What follows belongs to an exercise in optimizing a design on an open flow for small area; a production flow would make more cautious choices.
Only simulation tests tie the RTL to the original design; equivalence was not proved.
No activity file was given, so power comes from the tool's default toggle rates.

File: design/flow/run.sh
#!/bin/bash
# synth_recipe.tcl (not shown) runs the flow's synth.tcl, then flattens the netlist and writes it again
# the make line also repeats each setting of config.mk as NAME=value (left out here)
make -C /OpenROAD-flow-scripts/flow DESIGN_CONFIG=/design/flow/config.mk WORK_HOME=/design/flow/orfs CLKGATE_MAP_FILE= SYNTH_SCRIPT=/design/flow/synth_recipe.tcl finish
File: design/flow/config.mk
export PLATFORM = sky130hd
export DESIGN_NAME = blit_top
export DESIGN_NICKNAME = blit_top
export VERILOG_FILES = /design/flow/design.v
export SDC_FILE = /design/flow/constraint.sdc
export NUM_CORES = 4
export LEC_CHECK = 0
export CAP_MARGIN = 20
export CORE_MARGIN = 2
export CORE_UTILIZATION = 40
export PLACE_DENSITY = 0.6
export SLEW_MARGIN = 20
File: design/flow/constraint.sdc
create_clock -name core_clock -period 6.0 [get_ports {dma_clk}]
set_input_delay 1.2000 -clock core_clock [delete_from_list [all_inputs] [get_ports {dma_clk}]]
set_output_delay 1.2000 -clock core_clock [all_outputs]
set_load 0.01 [all_outputs]
File: design/flow/design.v
package blit_pkg;
    localparam int addr_w       = 20;
    localparam int word_w       = 32;
    localparam int buf_words    = 9;      
    localparam int burst_len    = 8;
    localparam int guard_cycles = 16;     
    localparam int n_write_bytes = 37;
    localparam int n_read_bytes  = 4;
    localparam int n_color_bytes = 8;
    localparam int n_font_bytes  = 6;
    localparam int readout_first = 4;     
    localparam int readout_end   = 36;
    localparam int status_busy_bit  = 0;
    localparam int status_ready_bit = 1;
    localparam logic [15:0] fcolor_reset = 16'hffff;
    localparam logic [15:0] bcolor_reset = 16'h0000;
    typedef union packed {
        logic [word_w-1:0]        word;
        logic [word_w/8-1:0][7:0] bytes;   
        logic [1:0][word_w/2-1:0] pix;     
    } buf_word_u;
    typedef enum logic [2:0] {
        st_idle,
        st_load,
        st_mem_wait,
        st_font_run,
        st_read_ack,
        st_readout
    } seq_state_e;
endpackage
`timescale 1ns/1ps
module mcu_port (
    input  logic       dma_clk,
    input  logic       rst_n,
    input  logic       mcu_clk,
    input  logic       mcu_dir,
    input  logic [7:0] mcu_din,
    output logic       evt_dir,
    output logic       evt_clk_rise,
    output logic       evt_dir_rise,
    output logic       evt_dir_fall,
    output logic [7:0] evt_din       
);
    logic [2:0] clk_sync;    
    logic [2:0] dir_sync;
    logic       clk_edge;
    assign clk_edge = clk_sync[1] & ~clk_sync[2];
    assign evt_dir  = dir_sync[2];      
    always_ff @(posedge dma_clk or negedge rst_n) begin
        if (!rst_n) begin
            clk_sync     <= '0;
            dir_sync     <= '0;
            evt_clk_rise <= 1'b0;
            evt_dir_rise <= 1'b0;
            evt_dir_fall <= 1'b0;
        end else begin
            clk_sync     <= {clk_sync[1:0], mcu_clk};
            dir_sync     <= {dir_sync[1:0], mcu_dir};
            evt_clk_rise <= clk_edge;
            evt_dir_rise <= dir_sync[1] & ~dir_sync[2];
            evt_dir_fall <= ~dir_sync[1] & dir_sync[2];
        end
    end
    always_ff @(posedge dma_clk) begin
        if (clk_edge) begin
            evt_din <= mcu_din;
        end
    end
endmodule
`timescale 1ns/1ps
module font_expander (
    input  logic        dma_clk,
    input  logic        rst_n,
    input  logic        fnt_start,
    input  logic [7:0]  fnt_bits,
    input  logic [15:0] fnt_fcolor,
    input  logic [15:0] fnt_bcolor,
    output logic        fnt_wr_en,
    output logic [3:0]  fnt_wr_idx,      
    output logic [31:0] fnt_wr_pix,      
    output logic        fnt_done
);
    logic [7:0]  bits_q;     
    logic [2:0]  pix_cnt;
    logic        run;
    logic [15:0] pix_lo;     
    logic [15:0] cur_pix;
    assign cur_pix = bits_q[7] ? fnt_fcolor : fnt_bcolor;
    always_ff @(posedge dma_clk or negedge rst_n) begin
        if (!rst_n) begin
            run       <= 1'b0;
            pix_cnt   <= '0;
            fnt_wr_en <= 1'b0;
            fnt_done  <= 1'b0;
        end else begin
            fnt_wr_en <= run & pix_cnt[0];           
            fnt_done  <= run & (pix_cnt == 3'd7);
            if (fnt_start) begin
                run     <= 1'b1;
                pix_cnt <= '0;
            end else if (run) begin
                pix_cnt <= pix_cnt + 3'd1;
                if (pix_cnt == 3'd7) begin
                    run <= 1'b0;
                end
            end
        end
    end
    always_ff @(posedge dma_clk) begin
        if (fnt_start) begin
            bits_q <= fnt_bits;
        end else begin
            bits_q <= {bits_q[6:0], 1'b0};
        end
        if (run && !pix_cnt[0]) begin
            pix_lo <= cur_pix;
        end
        if (run && pix_cnt[0]) begin
            fnt_wr_idx <= 4'(pix_cnt[2:1]) + 4'd1;   
            fnt_wr_pix <= {cur_pix, pix_lo};
        end
    end
endmodule
`timescale 1ns/1ps
module mem_cmd_issuer (
    input  logic        dma_clk,
    input  logic        rst_n,
    input  logic        mem_init_calib,
    input  logic        mem_rd_data_valid,
    input  logic [31:0] mem_rd_data,
    output logic        mem_cmd,
    output logic        mem_cmd_en,
    output logic [19:0] mem_addr,
    output logic [31:0] mem_wr_data,
    output logic [3:0]  mem_data_mask,
    input  logic        req_write,
    input  logic        req_read,
    input  logic [19:0] req_addr,
    input  logic [7:0]  req_mask,        
    input  logic [31:0] beat_word,
    output logic [2:0]  beat_idx,
    output logic        cap_en,
    output logic [2:0]  cap_idx,
    output logic [31:0] cap_word,
    output logic        done
);
    logic [4:0] guard_cnt;
    logic [2:0] beat_cnt;
    logic       active;      
    logic       beat_step;
    logic       issue;
    assign issue = (req_write | req_read) & ~active & ~done
                 & mem_init_calib & (guard_cnt == '0) & ~mem_rd_data_valid;
    assign beat_step = active & (mem_cmd | mem_rd_data_valid);
    assign mem_addr      = req_addr;
    assign mem_wr_data   = beat_word;
    assign mem_data_mask = req_mask[beat_cnt] ? '0 : '1;
    assign beat_idx      = beat_cnt;
    assign cap_en        = active & ~mem_cmd & mem_rd_data_valid;
    assign cap_idx       = beat_cnt;
    assign cap_word      = mem_rd_data;
    always_ff @(posedge dma_clk or negedge rst_n) begin
        if (!rst_n) begin
            guard_cnt  <= '0;
            beat_cnt   <= '0;
            active     <= 1'b0;
            mem_cmd    <= 1'b0;
            mem_cmd_en <= 1'b0;
            done       <= 1'b0;
        end else begin
            mem_cmd_en <= issue;
            done       <= 1'b0;
            if (mem_cmd_en) begin
                guard_cnt <= 5'(blit_pkg::guard_cycles);
            end else if (guard_cnt != '0) begin
                guard_cnt <= guard_cnt - 1'b1;
            end
            if (issue) begin
                active   <= 1'b1;
                mem_cmd  <= req_write;       
                beat_cnt <= '0;
            end else if (beat_step) begin
                beat_cnt <= beat_cnt + 1'b1;
                if (beat_cnt == 3'(blit_pkg::burst_len - 1)) begin
                    active <= 1'b0;
                    done   <= 1'b1;
                end
            end
        end
    end
endmodule
`timescale 1ns/1ps
module command_seq (
    input  logic        dma_clk,
    input  logic        rst_n,
    output logic [7:0]  mcu_dout,
    input  logic        evt_dir,
    input  logic        evt_clk_rise,
    input  logic        evt_dir_rise,
    input  logic        evt_dir_fall,
    input  logic [7:0]  evt_din,
    output logic        fnt_start,
    output logic [7:0]  fnt_bits,
    output logic [15:0] fnt_fcolor,
    output logic [15:0] fnt_bcolor,
    input  logic        fnt_wr_en,
    input  logic [3:0]  fnt_wr_idx,
    input  logic [31:0] fnt_wr_pix,
    input  logic        fnt_done,
    output logic        req_write,
    output logic        req_read,
    output logic [19:0] req_addr,
    output logic [7:0]  req_mask,
    output logic [31:0] req_beat_word,
    input  logic [2:0]  req_beat_idx,
    input  logic        req_cap_en,
    input  logic [2:0]  req_cap_idx,
    input  logic [31:0] req_cap_word,
    input  logic        req_done
);
    logic [3:0][7:0] buf_q [blit_pkg::buf_words];   
    blit_pkg::seq_state_e state;
    logic [5:0]  ptr;        
    logic [1:0]  over;       
    logic [15:0] fcolor;
    logic [15:0] bcolor;
    logic [7:0]  wmask;
    logic [7:0]  status;
    logic        busy;
    logic        byte_in;
    logic [5:0]  byte_cnt;
    logic [31:0] addr_word;
    assign byte_in  = evt_clk_rise & evt_dir;
    assign byte_cnt = ptr + 6'(over);
    assign busy     = (state == blit_pkg::st_load) || (state == blit_pkg::st_mem_wait) ||
                      (state == blit_pkg::st_font_run);
    assign addr_word     = buf_q[0];
    assign req_addr      = addr_word[blit_pkg::addr_w-1:0];
    assign req_mask      = wmask;
    assign req_beat_word = buf_q[4'(req_beat_idx) + 4'd1];
    assign fnt_bits      = buf_q[1][0];    
    assign fnt_fcolor    = fcolor;
    assign fnt_bcolor    = bcolor;
    always_ff @(posedge dma_clk or negedge rst_n) begin
        if (!rst_n) begin
            state     <= blit_pkg::st_idle;
            ptr       <= '0;
            over      <= '0;
            fcolor    <= blit_pkg::fcolor_reset;
            bcolor    <= blit_pkg::bcolor_reset;
            wmask     <= '0;
            req_write <= 1'b0;
            req_read  <= 1'b0;
            fnt_start <= 1'b0;
        end else begin
            fnt_start <= 1'b0;
            case (state)
                blit_pkg::st_idle: begin
                    if (evt_dir_rise) begin
                        state <= blit_pkg::st_load;
                        ptr   <= '0;
                        over  <= '0;
                    end
                end
                blit_pkg::st_load: begin
                    if (byte_in) begin
                        if (ptr < 6'(blit_pkg::readout_end)) begin
                            ptr <= ptr + 6'd1;
                        end else begin
                            wmask <= evt_din;            
                            if (over != 2'd2) begin
                                over <= over + 2'd1;
                            end
                        end
                    end
                    if (evt_dir_fall) begin
                        state <= blit_pkg::st_idle;      
                        case (byte_cnt)
                            6'(blit_pkg::n_write_bytes): begin
                                req_write <= 1'b1;
                                state     <= blit_pkg::st_mem_wait;
                            end
                            6'(blit_pkg::n_read_bytes): begin
                                req_read <= 1'b1;
                                state    <= blit_pkg::st_mem_wait;
                            end
                            6'(blit_pkg::n_color_bytes): begin
                                fcolor <= buf_q[1][1:0];
                                bcolor <= buf_q[1][3:2];
                            end
                            6'(blit_pkg::n_font_bytes): begin
                                wmask     <= buf_q[1][1];
                                fnt_start <= 1'b1;
                                state     <= blit_pkg::st_font_run;
                            end
                            default: ;
                        endcase
                    end
                end
                blit_pkg::st_mem_wait: begin
                    if (req_done) begin
                        req_write <= 1'b0;
                        req_read  <= 1'b0;
                        state <= req_read ? blit_pkg::st_read_ack : blit_pkg::st_idle;
                    end
                end
                blit_pkg::st_font_run: begin
                    if (fnt_done) begin
                        req_write <= 1'b1;           
                        state     <= blit_pkg::st_mem_wait;
                    end
                end
                blit_pkg::st_read_ack: begin
                    if (evt_clk_rise) begin
                        ptr   <= 6'(blit_pkg::readout_first);
                        state <= blit_pkg::st_readout;
                    end
                end
                blit_pkg::st_readout: begin
                    if (evt_clk_rise) begin
                        ptr <= ptr + 6'd1;
                        if (ptr == 6'(blit_pkg::readout_end - 1)) begin
                            state <= blit_pkg::st_idle;
                        end
                    end
                end
                default: state <= blit_pkg::st_idle;
            endcase
        end
    end
    always_ff @(posedge dma_clk) begin
        if (state == blit_pkg::st_load && byte_in && ptr < 6'(blit_pkg::readout_end)) begin
            buf_q[ptr[5:2]][ptr[1:0]] <= evt_din;
        end
        if (fnt_wr_en) begin
            buf_q[fnt_wr_idx] <= fnt_wr_pix;
        end
        if (req_cap_en) begin
            buf_q[4'(req_cap_idx) + 4'd1] <= req_cap_word;
        end
    end
    always_comb begin
        status = '0;
        status[blit_pkg::status_busy_bit]  = busy;
        status[blit_pkg::status_ready_bit] = (state == blit_pkg::st_read_ack);
    end
    assign mcu_dout = (state == blit_pkg::st_readout) ? buf_q[ptr[5:2]][ptr[1:0]]
                                                      : status;
endmodule
`timescale 1ns/1ps
module blit_top (
    input  logic        dma_clk,
    input  logic        rst_n,
    input  logic [7:0]  mcu_din,
    input  logic        mcu_clk,
    input  logic        mcu_dir,
    input  logic [31:0] mem_rd_data,
    input  logic        mem_rd_data_valid,
    input  logic        mem_init_calib,
    output logic [7:0]  mcu_dout,
    output logic        mem_cmd,
    output logic        mem_cmd_en,
    output logic [19:0] mem_addr,
    output logic [31:0] mem_wr_data,
    output logic [3:0]  mem_data_mask
);
    logic        evt_dir, evt_clk_rise, evt_dir_rise, evt_dir_fall;
    logic [7:0]  evt_din;
    logic        fnt_start, fnt_wr_en, fnt_done;
    logic [7:0]  fnt_bits;
    logic [15:0] fnt_fcolor, fnt_bcolor;
    logic [3:0]  fnt_wr_idx;
    logic [31:0] fnt_wr_pix;
    logic        req_write, req_read, req_cap_en, req_done;
    logic [19:0] req_addr;
    logic [7:0]  req_mask;
    logic [31:0] req_beat_word, req_cap_word;
    logic [2:0]  req_beat_idx, req_cap_idx;
    mcu_port u_mcu_port (
        .dma_clk      (dma_clk),
        .rst_n        (rst_n),
        .mcu_clk      (mcu_clk),
        .mcu_dir      (mcu_dir),
        .mcu_din      (mcu_din),
        .evt_dir      (evt_dir),
        .evt_clk_rise (evt_clk_rise),
        .evt_dir_rise (evt_dir_rise),
        .evt_dir_fall (evt_dir_fall),
        .evt_din      (evt_din)
    );
    command_seq u_command_seq (
        .dma_clk       (dma_clk),
        .rst_n         (rst_n),
        .mcu_dout      (mcu_dout),
        .evt_dir       (evt_dir),
        .evt_clk_rise  (evt_clk_rise),
        .evt_dir_rise  (evt_dir_rise),
        .evt_dir_fall  (evt_dir_fall),
        .evt_din       (evt_din),
        .fnt_start     (fnt_start),
        .fnt_bits      (fnt_bits),
        .fnt_fcolor    (fnt_fcolor),
        .fnt_bcolor    (fnt_bcolor),
        .fnt_wr_en     (fnt_wr_en),
        .fnt_wr_idx    (fnt_wr_idx),
        .fnt_wr_pix    (fnt_wr_pix),
        .fnt_done      (fnt_done),
        .req_write     (req_write),
        .req_read      (req_read),
        .req_addr      (req_addr),
        .req_mask      (req_mask),
        .req_beat_word (req_beat_word),
        .req_beat_idx  (req_beat_idx),
        .req_cap_en    (req_cap_en),
        .req_cap_idx   (req_cap_idx),
        .req_cap_word  (req_cap_word),
        .req_done      (req_done)
    );
    font_expander u_font_expander (
        .dma_clk    (dma_clk),
        .rst_n      (rst_n),
        .fnt_start  (fnt_start),
        .fnt_bits   (fnt_bits),
        .fnt_fcolor (fnt_fcolor),
        .fnt_bcolor (fnt_bcolor),
        .fnt_wr_en  (fnt_wr_en),
        .fnt_wr_idx (fnt_wr_idx),
        .fnt_wr_pix (fnt_wr_pix),
        .fnt_done   (fnt_done)
    );
    mem_cmd_issuer u_mem_cmd_issuer (
        .dma_clk           (dma_clk),
        .rst_n             (rst_n),
        .mem_init_calib    (mem_init_calib),
        .mem_rd_data_valid (mem_rd_data_valid),
        .mem_rd_data       (mem_rd_data),
        .mem_cmd           (mem_cmd),
        .mem_cmd_en        (mem_cmd_en),
        .mem_addr          (mem_addr),
        .mem_wr_data       (mem_wr_data),
        .mem_data_mask     (mem_data_mask),
        .req_write         (req_write),
        .req_read          (req_read),
        .req_addr          (req_addr),
        .req_mask          (req_mask),
        .beat_word         (req_beat_word),
        .beat_idx          (req_beat_idx),
        .cap_en            (req_cap_en),
        .cap_idx           (req_cap_idx),
        .cap_word          (req_cap_word),
        .done              (req_done)
    );
endmodule
==> run summary <==
routed wire length 102000 um; leakage 10.3 nW; Ys Warns 4; global-route wire length before repair 147000 um; CP peak stage delay 810 ps; internal power 7.38 mW; power share of the clock group 0.267; H-tree depth reported by CTS 2; Antenna Nets Post-Route 0; Post-synth EDFFs 379; worst skew pair latency 620 ps; hold path startpoint u_mcu_port.dir_sync[0]; cell taking the most area after synthesis edfxtp_1; fin nets 2684; fill count 6098; gp weighted congestion 0.948; Multi-input gate area 12300 um^2; CORE AREA 67200 um^2; row count 95; worst r2r dst u_command_seq.buf_q[7][7]; ys flop type edfxtp_1; Die Ht 265 um; Fin Hold WS 355 ps; die width 265 um; total power 11.4 mW; DR WL/cell 28.7 um; CTS Buf Count 51; worst-path cell chain inv_1, ha_4, buf_4, mux4_2, mux2i_1, o21ai_0, clkdlybuf4s50_1; Mean Syn Cell Area 10.2 um^2; delay-heaviest family, CP buffers and inverters; Worst-path clk slew 60 ps; synthesized cell area 27200 um^2; Root Driver clkbuf_16; area added between synthesis and finish 11.9%; share of layout cells above drive strength 1 0.152; part of the power in registers 0.370; CTS sink cnt 468; CP Data Arrival Time 4350 ps; maximum clock path buffer count 3; die area 70000 um^2; register area 13600 um^2; Clock Skew 19.9 ps; Pwr Density 374 nW/um^2; R2R setup slack 2070 ps; crit share post-route 0.924; crit path buf inv count 3; Setup WS post-layout 454 ps; CP max FO 41; aggregate global-route resource usage 0.287; drt first pass iters 7; sequential share of the synthesized area 0.500; Post-synth ARST share 0.173; starting density of the core 0.405; CP Capture Type output port; Max Cap Violations 0; Port Buffers 111; Post-DP HPWL 69000 um; net switching power 4.00 mW; crit path time final 5550 ps; Slew HR 0.246; vias in the first global route 20800; Switching Fraction 0.351; grt total ovfl 0; CTS tree built; R2R Path Start u_mem_cmd_issuer.beat_cnt[0]; largest net degree at the start of global routing 73; Hold Path Stages 0; commonest cells in the netlist 390 x nand2_1, 379 x edfxtp_1, 371 x o21ai_0, 329 x a21oi_1, 326 x nor2_1; CTS Hold Bufs 0; Final Setup Violations 0; outcome timing/DRC/antenna clean; Setup Fix Bufs, Post-CTS 0; initial antenna violation count 4; endpoints failing hold 0; Initial DRC Count 3011; # resized after CTS 0; post-synthesis cell count 2676; vias per std cell 6.23; Slowest cell on crit path dfrtp_4; Max IR drop VDD 293 uV; io pins 112; top-count cell post-synth nand2_1; CP required 4800 ps; Hold Path Class reg2reg; residual DRC count 0; ranking of synthesized cells by area edfxtp_1 42%, mux4_2 10%, o21ai_0 6.8%; R2R depth 6; vias 22100; critical path class reg2out; Final Util 0.453; hold path endpoint u_mcu_port.dir_sync[1]; cell count along the critical path 7; Synth cell types 73; RSZ-0062 raised after global routing no; combinational power share 0.363; #FFs+latches synth 468; post-synth net total 2740; FMAX 0.180 GHz; Fin Setup TNS 0 ps; CP Launch Type flop; DP Worst Slack 1030 ps; Final Max Slew Viols 0; worst slew pin tran 1120 ps; post-synth top area share 0.419
[registers in the layout, indices dropped and copies added, names as in the netlist, 5 cells and up]
name,flops
u_mem_cmd_issuer.guard_cnt,5
u_command_seq.buf_q,320
u_font_expander.pix_lo,16
u_mcu_port.evt_din,8
u_font_expander.fnt_wr_pix,32
u_command_seq.wmask,8
u_font_expander.bits_q,8
u_command_seq.fcolor,16
u_command_seq.ptr,6
u_command_seq.bcolor,16
[cell usage in the layout (no fill, tap or decap), types with 26 or more instances in the layout]
cell	synthesis	layout
buf_4	30	84
mux2_4	30	30
clkdlybuf4s50_1	0	110
o22ai_1	26	26
mux2_2	35	35
a21oi_1	329	329
mux2i_1	80	80
nand2_1	390	390
clkbuf_16	0	51
edfxtp_1	379	379
mux4_2	121	121
dfrtp_1	65	61
nor2_1	326	325
o21ai_0	371	368
[power groups by stage]
stage / clock, mW / combinational (mW) / sequential [mW]
2_1_floorplan: 0 / 2.74 / 4.00
3_3_place_gp: 0 / 3.99 / 4.24
3_5_place_dp: 0 / 4.09 / 4.26
4_1_cts: 3.05 / 4.10 / 4.19
5_1_grt: 3.17 / 4.43 / 4.23
6_report: 3.04 / 4.14 / 4.21
[stage by stage]
stage | std cells | cell area (um^2)
floorplan | 2676 | 27200
global placement | 3439 | 28800
detailed placement | 3440 | 28800
CTS | 3535 | 30400
global route | 3535 | 30400
finish | 3539 | 30400
[area by class of cell]
cell class / count / share of cell area
Antenna cell: 4 / 0.000329
Clock buffer: 76 / 0.0480
Clock inverter: 19 / 0.00325
Inverter: 20 / 0.00247
Multi-Input combinational cell: 1882 / 0.404
Sequential cell: 468 / 0.447
Tap cell: 873 / 0.0359
Timing Repair Buffer: 197 / 0.0586
[per-layer routing]
metal | up-vias | track usage | routed length (um)
li1 | 9568 | - | -
met1 | 10700 | 0.375 | 38000
met2 | 1499 | 0.461 | 46800
met3 | 278 | 0.0577 | 11300
met4 | 6 | 0.133 | 5400
met5 | - | 0 | 39
[cell families (layout without fill, tap and decap cells)]
kind of cell,after synthesis,after routing,share of synthesized area
and+or+nand+nor,804,804,0.121
adders and majority gates,18,18,0.00856
other,0,4,0
DFF,468,468,0.500
muxes,266,266,0.161
AOI/OAI and AO/OA,788,788,0.154
xor gates and xnor gates,6,6,0.00193
buffers and inverters,326,312,0.0535
[worst max path at each step]
stage | start | to
after floorplan | u_mem_cmd_issuer.beat_cnt[0] | mem_wr_data[28]
after global placement | u_mem_cmd_issuer.beat_cnt[0] | mem_wr_data[14]
after detailed placement | u_mem_cmd_issuer.beat_cnt[0] | mem_wr_data[14]
after CTS | u_mem_cmd_issuer.beat_cnt[0] | mem_wr_data[14]
after global routing | u_mem_cmd_issuer.beat_cnt[0] | mem_wr_data[14]
final | u_mem_cmd_issuer.beat_cnt[0] | mem_wr_data[12]

[static timing again, ports no longer ideal]
The results above use ideal ports. As a check the final layout listed here was re-extracted and re-timed, cells and wires unchanged. Step 1: set_driving_cell puts a clkbuf_16 on dma_clk and a buf_2 on each other input, an assumption about the parent block. Step 2, shift: input delay + t, output delay - t, t = (earliest + latest rising clock arrival at the registers) / 2. This alone moves slack from input paths to output paths. Three values: ideal, step 1, step 2; two values: the first two.
t, ns: 0.670
setup slack, ns: 0.454 / 0.391 / 1.061
hold slack, ns: 0.355 / 0.355 / 0.355
worst setup path after step 2: register to output
After both steps this run still meets setup and hold. The setup slack of this run moves by -0.063 ns with the drivers and by +0.607 ns with both steps.
